This design comes from an exercise in tuning for small area, a short achievable clock period and few clock cycles per item on the open sky130 flow, not from production work. Where RTL was checked, it was by simulation tests only, not by an equivalence proof against the original. No activity file was given, so power comes from the tool's default toggle rates.

Design kernel_user_access_record_table_unit, start of the top module:
module kernel_user_access_record_table_unit #(
    parameter int unsigned TABLE_DEPTH = kuart_pkg::DEFAULT_TABLE_DEPTH
) (
    input  wire logic                   aclk,
    input  wire logic                   aresetn,
    input  wire logic                   s_tvalid,
    output logic                        s_tready,
    input  wire logic [kuart_pkg::S_TDATA_W-1:0] s_tdata,
    input  wire logic [1:0]             s_tuser,
    output logic                        m_tvalid,
    input  wire logic                   m_tready,
    output logic [kuart_pkg::M_TDATA_W-1:0] m_tdata,
    output logic                        m_tlast,
    input  wire logic                   cfg_we,
    input  wire logic                   cfg_index,
    input  wire logic [31:0]            cfg_data
);
    localparam int unsigned N = TABLE_DEPTH;
    logic [31:0] target_reg, exempt_reg;
    logic [N-1:0] valid_reg, pend_reg;
    logic         pend_any;   
  ...
Size: about 6,800 cells after synthesis.
==> flow/config.mk <==
export PLATFORM = sky130hd
export DESIGN_NAME = kernel_user_access_record_table_unit
export DESIGN_NICKNAME = kernel_user_access_record_table_unit
export VERILOG_FILES = /design/flow/design.v
export SDC_FILE = /design/flow/constraint.sdc
export NUM_CORES = 4
export LEC_CHECK = 0
export CAP_MARGIN = 20
export CORE_MARGIN = 2
export CORE_UTILIZATION = 60
export SETUP_SLACK_MARGIN = 3.2
export SLEW_MARGIN = 20
==> flow/constraint.sdc <==
create_clock -name core_clock -period 6.0 [get_ports {aclk}]
set_input_delay 1.2000 -clock core_clock [delete_from_list [all_inputs] [get_ports {aclk}]]
set_output_delay 1.2000 -clock core_clock [all_outputs]
set_load 0.01 [all_outputs]
standard.sh (not shown) runs the stock make flow with config.mk's settings and CLKGATE_MAP_FILE= SYNTH_SCRIPT=/design/flow/synth_recipe.tcl, a recipe that flattens the netlist after the stock synthesis.
==> flow/flow/run.sh <==
#!/bin/bash
# Standard layout, with two changes: the port buffers are buf_4 cells instead of delay
# buffers, and timing repair may resize a cell to any drive strength of its function,
# not only to cells of the same footprint.
set -euo pipefail
bash standard.sh "BUFFER_PORTS_ARGS=-buffer_cell sky130_fd_sc_hd__buf_4" MATCH_CELL_FOOTPRINT=0 finish > layout.log 2>&1
Next try:
--- a/flow/design.v
+++ b/flow/design.v
@@ -92,63 +92,59 @@
                     !(i_wr && !i_ptew) && !i_user && (i_rpl != 2'd3) && !i_ac;
     assign i_fault = (s_tuser == kuart_pkg::KIND_FAULT);
     assign i_rel   = (s_tuser == kuart_pkg::KIND_RELEASE);
     assign i_hold  = (s_tuser == kuart_pkg::KIND_HOLDER);
     assign i_rd    = i_pass && !i_wr;
     assign i_relok = (i_ctx != exempt_reg);
     assign i_lowpg = !i_adr[31];
     logic [N-1:0] free_v, free_1h;
     assign free_v  = ~valid_reg & ~pend_reg;
     assign free_1h = lowest(free_v);
     logic f_dbl, f_rel, f_hold;
     always_comb begin
-        logic pg_eq, adr_eq, ctx_eq, thr_eq;
+        logic pg_eq, adr_eq, pc_eq, ctx_eq, thr_eq;
         pg_eq  = (q_adr[30:12] == i_adr[30:12]);
         adr_eq = pg_eq && (q_adr[11:0] == i_adr[11:0]);
+        pc_eq  = (q_pc == i_pc);
         ctx_eq = (q_ctx == i_ctx);
         thr_eq = (q_thr == i_thr);
-        f_dbl  = adr_eq;
+        f_dbl  = adr_eq && !pc_eq;
         f_rel  = (ctx_eq && thr_eq) || q_thr0;
         f_hold = thr_eq && pg_eq;
     end
     logic [N-1:0] c_dbl, c_rel, c_hold;
     for (genvar i = 0; i < N; i++) begin : g_cmp
-        logic adr_eq, pg_eq, ctx_eq, thr_eq;
+        logic adr_eq, pg_eq, pc_eq, ctx_eq, thr_eq;
         assign pg_eq  = (ent_adr[i][30:12] == i_adr[30:12]);
         assign adr_eq = pg_eq && (ent_adr[i][11:0] == i_adr[11:0]);
+        assign pc_eq  = (ent_pc[i] == i_pc);
         assign ctx_eq = (ent_ctx[i] == i_ctx);
         assign thr_eq = (ent_thr[i] == i_thr);
-        assign c_dbl[i]  = free_1h[i] ? f_dbl  : adr_eq;
+        assign c_dbl[i]  = free_1h[i] ? f_dbl  : (adr_eq && !pc_eq);
         assign c_rel[i]  = free_1h[i] ? f_rel  : ((ctx_eq && thr_eq) || ent_thr0[i]);
         assign c_hold[i] = free_1h[i] ? f_hold : (thr_eq && pg_eq);
     end
     logic [N-1:0] hit_v, hit_1h, pend_1h, sel_1h;
     logic hit_any, hit_many, pend_many, rest_any;
     logic dbl_any, free_any, rec;
     logic go, emit_p, beat_en, out_free, take, b_free, b_adv;
     assign hit_v     = q_v & valid_reg;
     assign hit_1h    = lowest(hit_v);
     assign hit_any   = |hit_v;
     assign hit_many  = many(hit_v);
     assign pend_1h   = lowest(pend_reg);
     assign pend_many = many(pend_reg);
-    logic [31:0] hit_pc;
-    always_comb begin
-        hit_pc = '0;
-        for (int i = 0; i < N; i++)
-            if (hit_v[i]) hit_pc = hit_pc | ent_pc[i];
-    end
-    assign dbl_any   = q_fault && hit_any && (hit_pc != q_pc);
+    assign dbl_any   = q_fault && hit_any;
     assign free_any  = |free_v;
-    assign rec       = q_fault && q_rd && !dbl_any && free_any;
+    assign rec       = q_fault && q_rd && !hit_any && free_any;
     assign out_free = !m_tvalid || m_tready;
     assign b_free   = !b_valid || !sk_valid;
     assign b_adv    = b_valid && !sk_valid;
     assign go       = q_valid && !pend_any && b_free;
     assign emit_p   = pend_any && b_free;
     assign beat_en  = go || emit_p;
     assign s_tready = rdy_reg;    
     assign take     = s_tvalid && s_tready;
     logic q_valid_n, pend_any_n, sk_valid_n, b_valid_n;
     always_comb begin
         q_valid_n = q_valid;
         if (take)    q_valid_n = (s_tuser != kuart_pkg::KIND_NONE);
Effect:
- sequential share of layout area went up by 2.3 points
- synthesized cell count went down by 0.53%
- final area went down by 3.9%
- hold slack barely changes
- die area went up by about 1.7%
- clock power went up by about 3%
- area after synthesis went up by about 1.8%
- final cell count went down by about 2.6%
- global-route usage went down by 3.1 points
- wire length went down by 10%
- clock skew went down by 9.3 ps
- total power went up by about 1.1%
Testbench counts after the change, summed over its fixed seeds: cycles 5,231, items 4,800.
Function not checked in the first run of this note: the RTL went through the layout flow alone.

* * *

## job 101
The RTL this note starts from:
==> flow/design.v <==
`default_nettype none
package kuart_pkg;
    localparam int unsigned DEFAULT_TABLE_DEPTH = 16;
    localparam int unsigned MAX_OUT             = 16;
    localparam logic [31:0] USER_LIMIT          = 32'h8000_0000;
    localparam logic [31:0] PAGE_MASK           = 32'hFFFF_F000;
    localparam logic [31:0] EXEMPT_RESET        = 32'h02B4_0020;
    localparam logic [1:0] KIND_FAULT   = 2'd0;
    localparam logic [1:0] KIND_RELEASE = 2'd1;
    localparam logic [1:0] KIND_HOLDER  = 2'd2;
    localparam logic [1:0] KIND_NONE    = 2'd3;
    localparam logic REG_TARGET = 1'b0;
    localparam logic REG_EXEMPT = 1'b1;
    localparam int unsigned S_TDATA_W = 136;
    localparam int unsigned M_TDATA_W = 40;
endpackage
`default_nettype wire
`default_nettype none
module kernel_user_access_record_table_unit #(
    parameter int unsigned TABLE_DEPTH = kuart_pkg::DEFAULT_TABLE_DEPTH
) (
    input  wire logic                   aclk,
    input  wire logic                   aresetn,
    input  wire logic                   s_tvalid,
    output logic                        s_tready,
    input  wire logic [kuart_pkg::S_TDATA_W-1:0] s_tdata,
    input  wire logic [1:0]             s_tuser,
    output logic                        m_tvalid,
    input  wire logic                   m_tready,
    output logic [kuart_pkg::M_TDATA_W-1:0] m_tdata,
    output logic                        m_tlast,
    input  wire logic                   cfg_we,
    input  wire logic                   cfg_index,
    input  wire logic [31:0]            cfg_data
);
    localparam int unsigned N = TABLE_DEPTH;
    logic [31:0] target_reg, exempt_reg;
    logic [N-1:0] valid_reg, pend_reg;
    logic         pend_any;   
    logic [31:0] ent_ctx [N];
    logic [31:0] ent_thr [N];
    logic [30:0] ent_adr [N];
    logic [31:0] ent_pc  [N];
    logic [N-1:0] ent_thr0;
    logic        q_valid;
    logic        q_fault, q_viol, q_rd, q_thr0;
    logic [31:0] q_ctx, q_thr, q_pc;
    logic [30:0] q_adr;
    logic        q_rel, q_hold;
    logic [N-1:0] q_v;    
    localparam int unsigned BW = 37;
    logic [BW-1:0] out_reg, sk_reg;
    logic          sk_valid;
    logic          b_valid;
    logic [5:0]    b_flags;
    logic [N-1:0]  b_sel;
    logic          rdy_reg;    
    function automatic logic [N-1:0] lowest(input logic [N-1:0] v);
        logic seen;
        seen = 1'b0;
        for (int k = 0; k < N; k++) begin
            lowest[k] = v[k] && !seen;
            seen = seen || v[k];
        end
    endfunction
    logic [31:0] i_ctx, i_thr, i_adr, i_pc;
    logic i_user, i_prot, i_wr, i_ac, i_ptew, i_pass;
    logic i_fault, i_rel, i_hold, i_rd, i_relok, i_lowpg;
    logic [1:0] i_rpl;
    assign i_ctx  = s_tdata[31:0];
    assign i_thr  = s_tdata[63:32];
    assign i_adr  = s_tdata[95:64];
    assign i_pc   = s_tdata[127:96];
    assign i_user = s_tdata[128];
    assign i_prot = s_tdata[129];
    assign i_wr   = s_tdata[130];
    assign i_rpl  = s_tdata[132:131];
    assign i_ac   = s_tdata[133];
    assign i_ptew = s_tdata[134];
    assign i_pass = (i_ctx == target_reg) && !i_adr[31] && i_prot &&
                    !(i_wr && !i_ptew) && !i_user && (i_rpl != 2'd3) && !i_ac;
    assign i_fault = (s_tuser == kuart_pkg::KIND_FAULT);
    assign i_rel   = (s_tuser == kuart_pkg::KIND_RELEASE);
    assign i_hold  = (s_tuser == kuart_pkg::KIND_HOLDER);
    assign i_rd    = i_pass && !i_wr;
    assign i_relok = (i_ctx != exempt_reg);
    assign i_lowpg = !i_adr[31];
    logic [N-1:0] free_v, free_1h;
    assign free_v  = ~valid_reg & ~pend_reg;
    assign free_1h = lowest(free_v);
    logic f_dbl, f_rel, f_hold;
    always_comb begin
        logic pg_eq, adr_eq, pc_eq, ctx_eq, thr_eq;
        pg_eq  = (q_adr[30:12] == i_adr[30:12]);
        adr_eq = pg_eq && (q_adr[11:0] == i_adr[11:0]);
        pc_eq  = (q_pc == i_pc);
        ctx_eq = (q_ctx == i_ctx);
        thr_eq = (q_thr == i_thr);
        f_dbl  = adr_eq && !pc_eq;
        f_rel  = (ctx_eq && thr_eq) || q_thr0;
        f_hold = thr_eq && pg_eq;
    end
    logic [N-1:0] c_dbl, c_rel, c_hold;
    for (genvar i = 0; i < N; i++) begin : g_cmp
        logic adr_eq, pg_eq, pc_eq, ctx_eq, thr_eq;
        assign pg_eq  = (ent_adr[i][30:12] == i_adr[30:12]);
        assign adr_eq = pg_eq && (ent_adr[i][11:0] == i_adr[11:0]);
        assign pc_eq  = (ent_pc[i] == i_pc);
        assign ctx_eq = (ent_ctx[i] == i_ctx);
        assign thr_eq = (ent_thr[i] == i_thr);
        assign c_dbl[i]  = free_1h[i] ? f_dbl  : (adr_eq && !pc_eq);
        assign c_rel[i]  = free_1h[i] ? f_rel  : ((ctx_eq && thr_eq) || ent_thr0[i]);
        assign c_hold[i] = free_1h[i] ? f_hold : (thr_eq && pg_eq);
    end
    logic [N-1:0] rel_v, hold_1h, sel_v, sel_1h, sel_rest;
    logic dbl_any, free_any, rec;
    logic [N-1:0] hit_v;
    logic go, emit_p, beat_en, out_free, take, b_free, b_adv;
    assign hit_v    = q_v & valid_reg;
    assign dbl_any  = q_fault && (|hit_v);
    assign free_any = |free_v;
    assign rec      = q_fault && q_rd && !(|hit_v) && free_any;
    assign rel_v    = q_rel ? hit_v : '0;
    assign hold_1h  = q_hold ? lowest(hit_v) : '0;
    assign out_free = !m_tvalid || m_tready;
    assign b_free   = !b_valid || !sk_valid;
    assign b_adv    = b_valid && !sk_valid;
    assign go       = q_valid && !pend_any && b_free;
    assign emit_p   = pend_any && b_free;
    assign beat_en  = go || emit_p;
    assign s_tready = rdy_reg;    
    assign take     = s_tvalid && s_tready;
    logic q_valid_n, pend_any_n, sk_valid_n, b_valid_n;
    always_comb begin
        q_valid_n = q_valid;
        if (take)    q_valid_n = (s_tuser != kuart_pkg::KIND_NONE);
        else if (go) q_valid_n = 1'b0;
        pend_any_n = beat_en ? (|sel_rest) : pend_any;
        sk_valid_n = sk_valid;
        if (b_adv)         sk_valid_n = !out_free;
        else if (out_free) sk_valid_n = 1'b0;
        b_valid_n = beat_en || (b_valid && !b_adv);
    end
    assign sel_v    = pend_any ? pend_reg : (rel_v | hold_1h);
    assign sel_1h   = pend_any ? lowest(pend_reg) : (lowest(rel_v) | hold_1h);
    assign sel_rest = sel_v & ~sel_1h;
    logic [5:0] flags;
    assign flags = {|sel_v,                           
                   !pend_any && (|hold_1h),           
                   !pend_any && rec,                  
                   !pend_any && dbl_any,              
                   !pend_any && q_fault && q_viol,    
                   !(|sel_rest)};                     
    logic [30:0] b_adr;
    always_comb begin
        b_adr = '0;
        for (int i = 0; i < N; i++)
            if (b_sel[i]) b_adr = b_adr | ent_adr[i];
    end
    logic [BW-1:0] beat;
    assign beat = {b_adr, b_flags};
    assign m_tdata = {3'd0, 1'b0, out_reg[BW-1:1]};
    assign m_tlast = out_reg[0];
    always_ff @(posedge aclk) begin
        if (!aresetn) begin
            target_reg <= 32'd0;
            exempt_reg <= kuart_pkg::EXEMPT_RESET;
            valid_reg  <= '0;
            pend_reg   <= '0;
            pend_any   <= 1'b0;
            q_valid    <= 1'b0;
            sk_valid   <= 1'b0;
            b_valid    <= 1'b0;
            rdy_reg    <= 1'b1;
            m_tvalid   <= 1'b0;
        end else begin
            if (cfg_we) begin
                if (cfg_index == kuart_pkg::REG_TARGET) target_reg <= cfg_data;
                else                                    exempt_reg <= cfg_data;
            end
            q_valid  <= q_valid_n;
            sk_valid <= sk_valid_n;
            b_valid  <= b_valid_n;
            rdy_reg  <= !q_valid_n || (!pend_any_n && (!b_valid_n || !sk_valid_n));
            if (go) valid_reg <= (valid_reg | (rec ? free_1h : '0)) & ~rel_v & ~hold_1h;
            if (beat_en) pend_reg <= sel_rest;
            pend_any <= pend_any_n;
            if (b_adv)         m_tvalid <= 1'b1;
            else if (out_free) m_tvalid <= sk_valid;
        end
    end
    always_ff @(posedge aclk) begin
        if (beat_en) begin
            b_flags <= flags;
            b_sel   <= sel_1h;
        end
        if (out_free && (b_adv || sk_valid)) out_reg <= sk_valid ? sk_reg : beat;
        if (b_adv && !out_free) sk_reg <= beat;
    end
    always_ff @(posedge aclk) begin
        if (take) begin
            q_fault <= i_fault;
            q_viol  <= i_pass;
            q_rd    <= i_rd;
            q_thr0  <= (i_thr == 32'd0);
            q_ctx   <= i_ctx;
            q_thr   <= i_thr;
            q_adr   <= i_adr[30:0];
            q_pc    <= i_pc;
            q_rel   <= i_rel;
            q_hold  <= i_hold;
            q_v     <= (i_fault && i_rd)    ? c_dbl  :
                       (i_rel && i_relok)   ? c_rel  :
                       (i_hold && i_lowpg)  ? c_hold : '0;
        end
    end
    always_ff @(posedge aclk) begin
        for (int i = 0; i < N; i++) begin
            if (free_1h[i] && !(b_valid && sk_valid && b_sel[i])) begin
                ent_ctx[i]  <= q_ctx;
                ent_thr[i]  <= q_thr;
                ent_adr[i]  <= q_adr;
                ent_pc[i]   <= q_pc;
                ent_thr0[i] <= q_thr0;
            end
        end
    end
endmodule
`default_nettype wire
clock: 6.0 ns
lec_check: 0
cap_margin: 20
core_margin: 2
core_utilization: 60
setup_slack_margin: 3.2
slew_margin: 20
run.sh (not shown) runs the stock make flow with config.mk's settings and CLKGATE_MAP_FILE= SYNTH_SCRIPT=/design/flow/synth_recipe.tcl, a recipe that flattens the netlist after the stock synthesis.
Stock flow here: none of the scripts above is used.
Inputs modified between job 101 and job 102:
--- a/flow/design.v
+++ b/flow/design.v
@@ -48,15 +48,12 @@
     logic [30:0] q_adr;
     logic        q_rel, q_hold;
     logic [N-1:0] q_v;    
     localparam int unsigned BW = 37;
     logic [BW-1:0] out_reg, sk_reg;
     logic          sk_valid;
-    logic          b_valid;
-    logic [5:0]    b_flags;
-    logic [N-1:0]  b_sel;
     logic          rdy_reg;    
     function automatic logic [N-1:0] lowest(input logic [N-1:0] v);
         logic seen;
         seen = 1'b0;
         for (int k = 0; k < N; k++) begin
             lowest[k] = v[k] && !seen;
@@ -112,93 +109,83 @@
         assign c_rel[i]  = free_1h[i] ? f_rel  : ((ctx_eq && thr_eq) || ent_thr0[i]);
         assign c_hold[i] = free_1h[i] ? f_hold : (thr_eq && pg_eq);
     end
     logic [N-1:0] rel_v, hold_1h, sel_v, sel_1h, sel_rest;
     logic dbl_any, free_any, rec;
     logic [N-1:0] hit_v;
-    logic go, emit_p, beat_en, out_free, take, b_free, b_adv;
+    logic go, emit_p, beat_en, out_free, take;
     assign hit_v    = q_v & valid_reg;
     assign dbl_any  = q_fault && (|hit_v);
     assign free_any = |free_v;
     assign rec      = q_fault && q_rd && !(|hit_v) && free_any;
     assign rel_v    = q_rel ? hit_v : '0;
     assign hold_1h  = q_hold ? lowest(hit_v) : '0;
     assign out_free = !m_tvalid || m_tready;
-    assign b_free   = !b_valid || !sk_valid;
-    assign b_adv    = b_valid && !sk_valid;
-    assign go       = q_valid && !pend_any && b_free;
-    assign emit_p   = pend_any && b_free;
+    assign go       = q_valid && !pend_any && !sk_valid;
+    assign emit_p   = pend_any && !sk_valid;
     assign beat_en  = go || emit_p;
     assign s_tready = rdy_reg;    
     assign take     = s_tvalid && s_tready;
-    logic q_valid_n, pend_any_n, sk_valid_n, b_valid_n;
+    logic q_valid_n, pend_any_n, sk_valid_n;
     always_comb begin
         q_valid_n = q_valid;
         if (take)    q_valid_n = (s_tuser != kuart_pkg::KIND_NONE);
         else if (go) q_valid_n = 1'b0;
         pend_any_n = beat_en ? (|sel_rest) : pend_any;
         sk_valid_n = sk_valid;
-        if (b_adv)         sk_valid_n = !out_free;
+        if (beat_en)       sk_valid_n = !out_free;
         else if (out_free) sk_valid_n = 1'b0;
-        b_valid_n = beat_en || (b_valid && !b_adv);
     end
     assign sel_v    = pend_any ? pend_reg : (rel_v | hold_1h);
     assign sel_1h   = pend_any ? lowest(pend_reg) : (lowest(rel_v) | hold_1h);
     assign sel_rest = sel_v & ~sel_1h;
-    logic [5:0] flags;
-    assign flags = {|sel_v,                           
+    logic [30:0] sel_adr;
+    always_comb begin
+        sel_adr = '0;
+        for (int i = 0; i < N; i++)
+            if (sel_1h[i]) sel_adr = sel_adr | ent_adr[i];
+    end
+    logic [BW-1:0] beat;
+    assign beat = {sel_adr,
+                   |sel_v,                            
                    !pend_any && (|hold_1h),           
                    !pend_any && rec,                  
                    !pend_any && dbl_any,              
                    !pend_any && q_fault && q_viol,    
                    !(|sel_rest)};                     
-    logic [30:0] b_adr;
-    always_comb begin
-        b_adr = '0;
-        for (int i = 0; i < N; i++)
-            if (b_sel[i]) b_adr = b_adr | ent_adr[i];
-    end
-    logic [BW-1:0] beat;
-    assign beat = {b_adr, b_flags};
     assign m_tdata = {3'd0, 1'b0, out_reg[BW-1:1]};
     assign m_tlast = out_reg[0];
     always_ff @(posedge aclk) begin
         if (!aresetn) begin
             target_reg <= 32'd0;
             exempt_reg <= kuart_pkg::EXEMPT_RESET;
             valid_reg  <= '0;
             pend_reg   <= '0;
             pend_any   <= 1'b0;
             q_valid    <= 1'b0;
             sk_valid   <= 1'b0;
-            b_valid    <= 1'b0;
             rdy_reg    <= 1'b1;
             m_tvalid   <= 1'b0;
         end else begin
             if (cfg_we) begin
                 if (cfg_index == kuart_pkg::REG_TARGET) target_reg <= cfg_data;
                 else                                    exempt_reg <= cfg_data;
             end
             q_valid  <= q_valid_n;
             sk_valid <= sk_valid_n;
-            b_valid  <= b_valid_n;
-            rdy_reg  <= !q_valid_n || (!pend_any_n && (!b_valid_n || !sk_valid_n));
+            rdy_reg  <= !q_valid_n || (!pend_any_n && !sk_valid_n);
             if (go) valid_reg <= (valid_reg | (rec ? free_1h : '0)) & ~rel_v & ~hold_1h;
             if (beat_en) pend_reg <= sel_rest;
             pend_any <= pend_any_n;
-            if (b_adv)         m_tvalid <= 1'b1;
+            if (beat_en)       m_tvalid <= 1'b1;
             else if (out_free) m_tvalid <= sk_valid;
         end
     end
     always_ff @(posedge aclk) begin
-        if (beat_en) begin
-            b_flags <= flags;
-            b_sel   <= sel_1h;
-        end
-        if (out_free && (b_adv || sk_valid)) out_reg <= sk_valid ? sk_reg : beat;
-        if (b_adv && !out_free) sk_reg <= beat;
+        if (out_free && (beat_en || sk_valid)) out_reg <= sk_valid ? sk_reg : beat;
+        if (beat_en && !out_free) sk_reg <= beat;
     end
     always_ff @(posedge aclk) begin
         if (take) begin
             q_fault <= i_fault;
             q_viol  <= i_pass;
             q_rd    <= i_rd;
@@ -213,13 +200,13 @@
                        (i_rel && i_relok)   ? c_rel  :
                        (i_hold && i_lowpg)  ? c_hold : '0;
         end
     end
     always_ff @(posedge aclk) begin
         for (int i = 0; i < N; i++) begin
-            if (free_1h[i] && !(b_valid && sk_valid && b_sel[i])) begin
+            if (free_1h[i]) begin
                 ent_ctx[i]  <= q_ctx;
                 ent_thr[i]  <= q_thr;
                 ent_adr[i]  <= q_adr;
                 ent_pc[i]   <= q_pc;
                 ent_thr0[i] <= q_thr0;
             end
Results
Taking job 101 as the reference point, the proportion of cell area occupied by multi-input gates of job 102 rises by 0.46 points. In the tables for job 102 and job 101, post-route worst hold slack reads lower with job 101. Design area of job 102 exceeds that of job 101 slightly. NOTE power job 101->job 102 decreased slightly. Per the comparison of job 102 with job 101, met3 demand-to-capacity share in global routing +0.44 points, count of plain and timing-repair buffers in the layout went up 90, highest achievable clock rate now sits lower, routed wire length fell by about 0.8%, worst setup slack dropped 0.12 ns. Number of vias after detailed routing in job 102 is 918 higher than in job 101. Job 102 reports a higher ratio of final minimum period to clock period than job 101 does. The mean number of vias per cell was comparable across job 102 and job 101.
Testbench counts of job 102, summed over its fixed seeds: cycles 5,223, items 4,800.
Only the layout flow was run in job 101; the RTL was not checked for function there.

separate check: timing with driven ports:
Ports are ideal in the flow. The routed layouts listed here were re-timed in OpenROAD. Step 1 sets driving cells, clkbuf_16 on the clock port and buf_2 on the other inputs (assumed; they add their load-dependent delay and slew). Step 2 adds t to the input delays and takes it off the output delays; t is the mean of the earliest and latest rising clock arrival at the registers after step 1. Input paths then give back, and output paths get back, about the clock's delay inside the block. a / b / c = ideal ports / drivers / drivers and shift; a / b = the first two.
run	shift t [ns]	setup slack, ns	worst slew at a driven data input, ns
the first run of note 1	0.989	2.771 / 2.771 / 2.065	0.15
the second run of note 1	0.980	3.117 / 3.134 / 2.154	0.18
job 101	0.962	3.044 / 3.095 / 2.133	0.17
job 102	0.964	2.927 / 2.927 / 2.231	0.14
After both steps setup and hold are still met in every run listed. For the second run of note 1, which loses most, drivers alone change the setup slack by +0.017 ns; drivers and shift together by -0.963 ns.
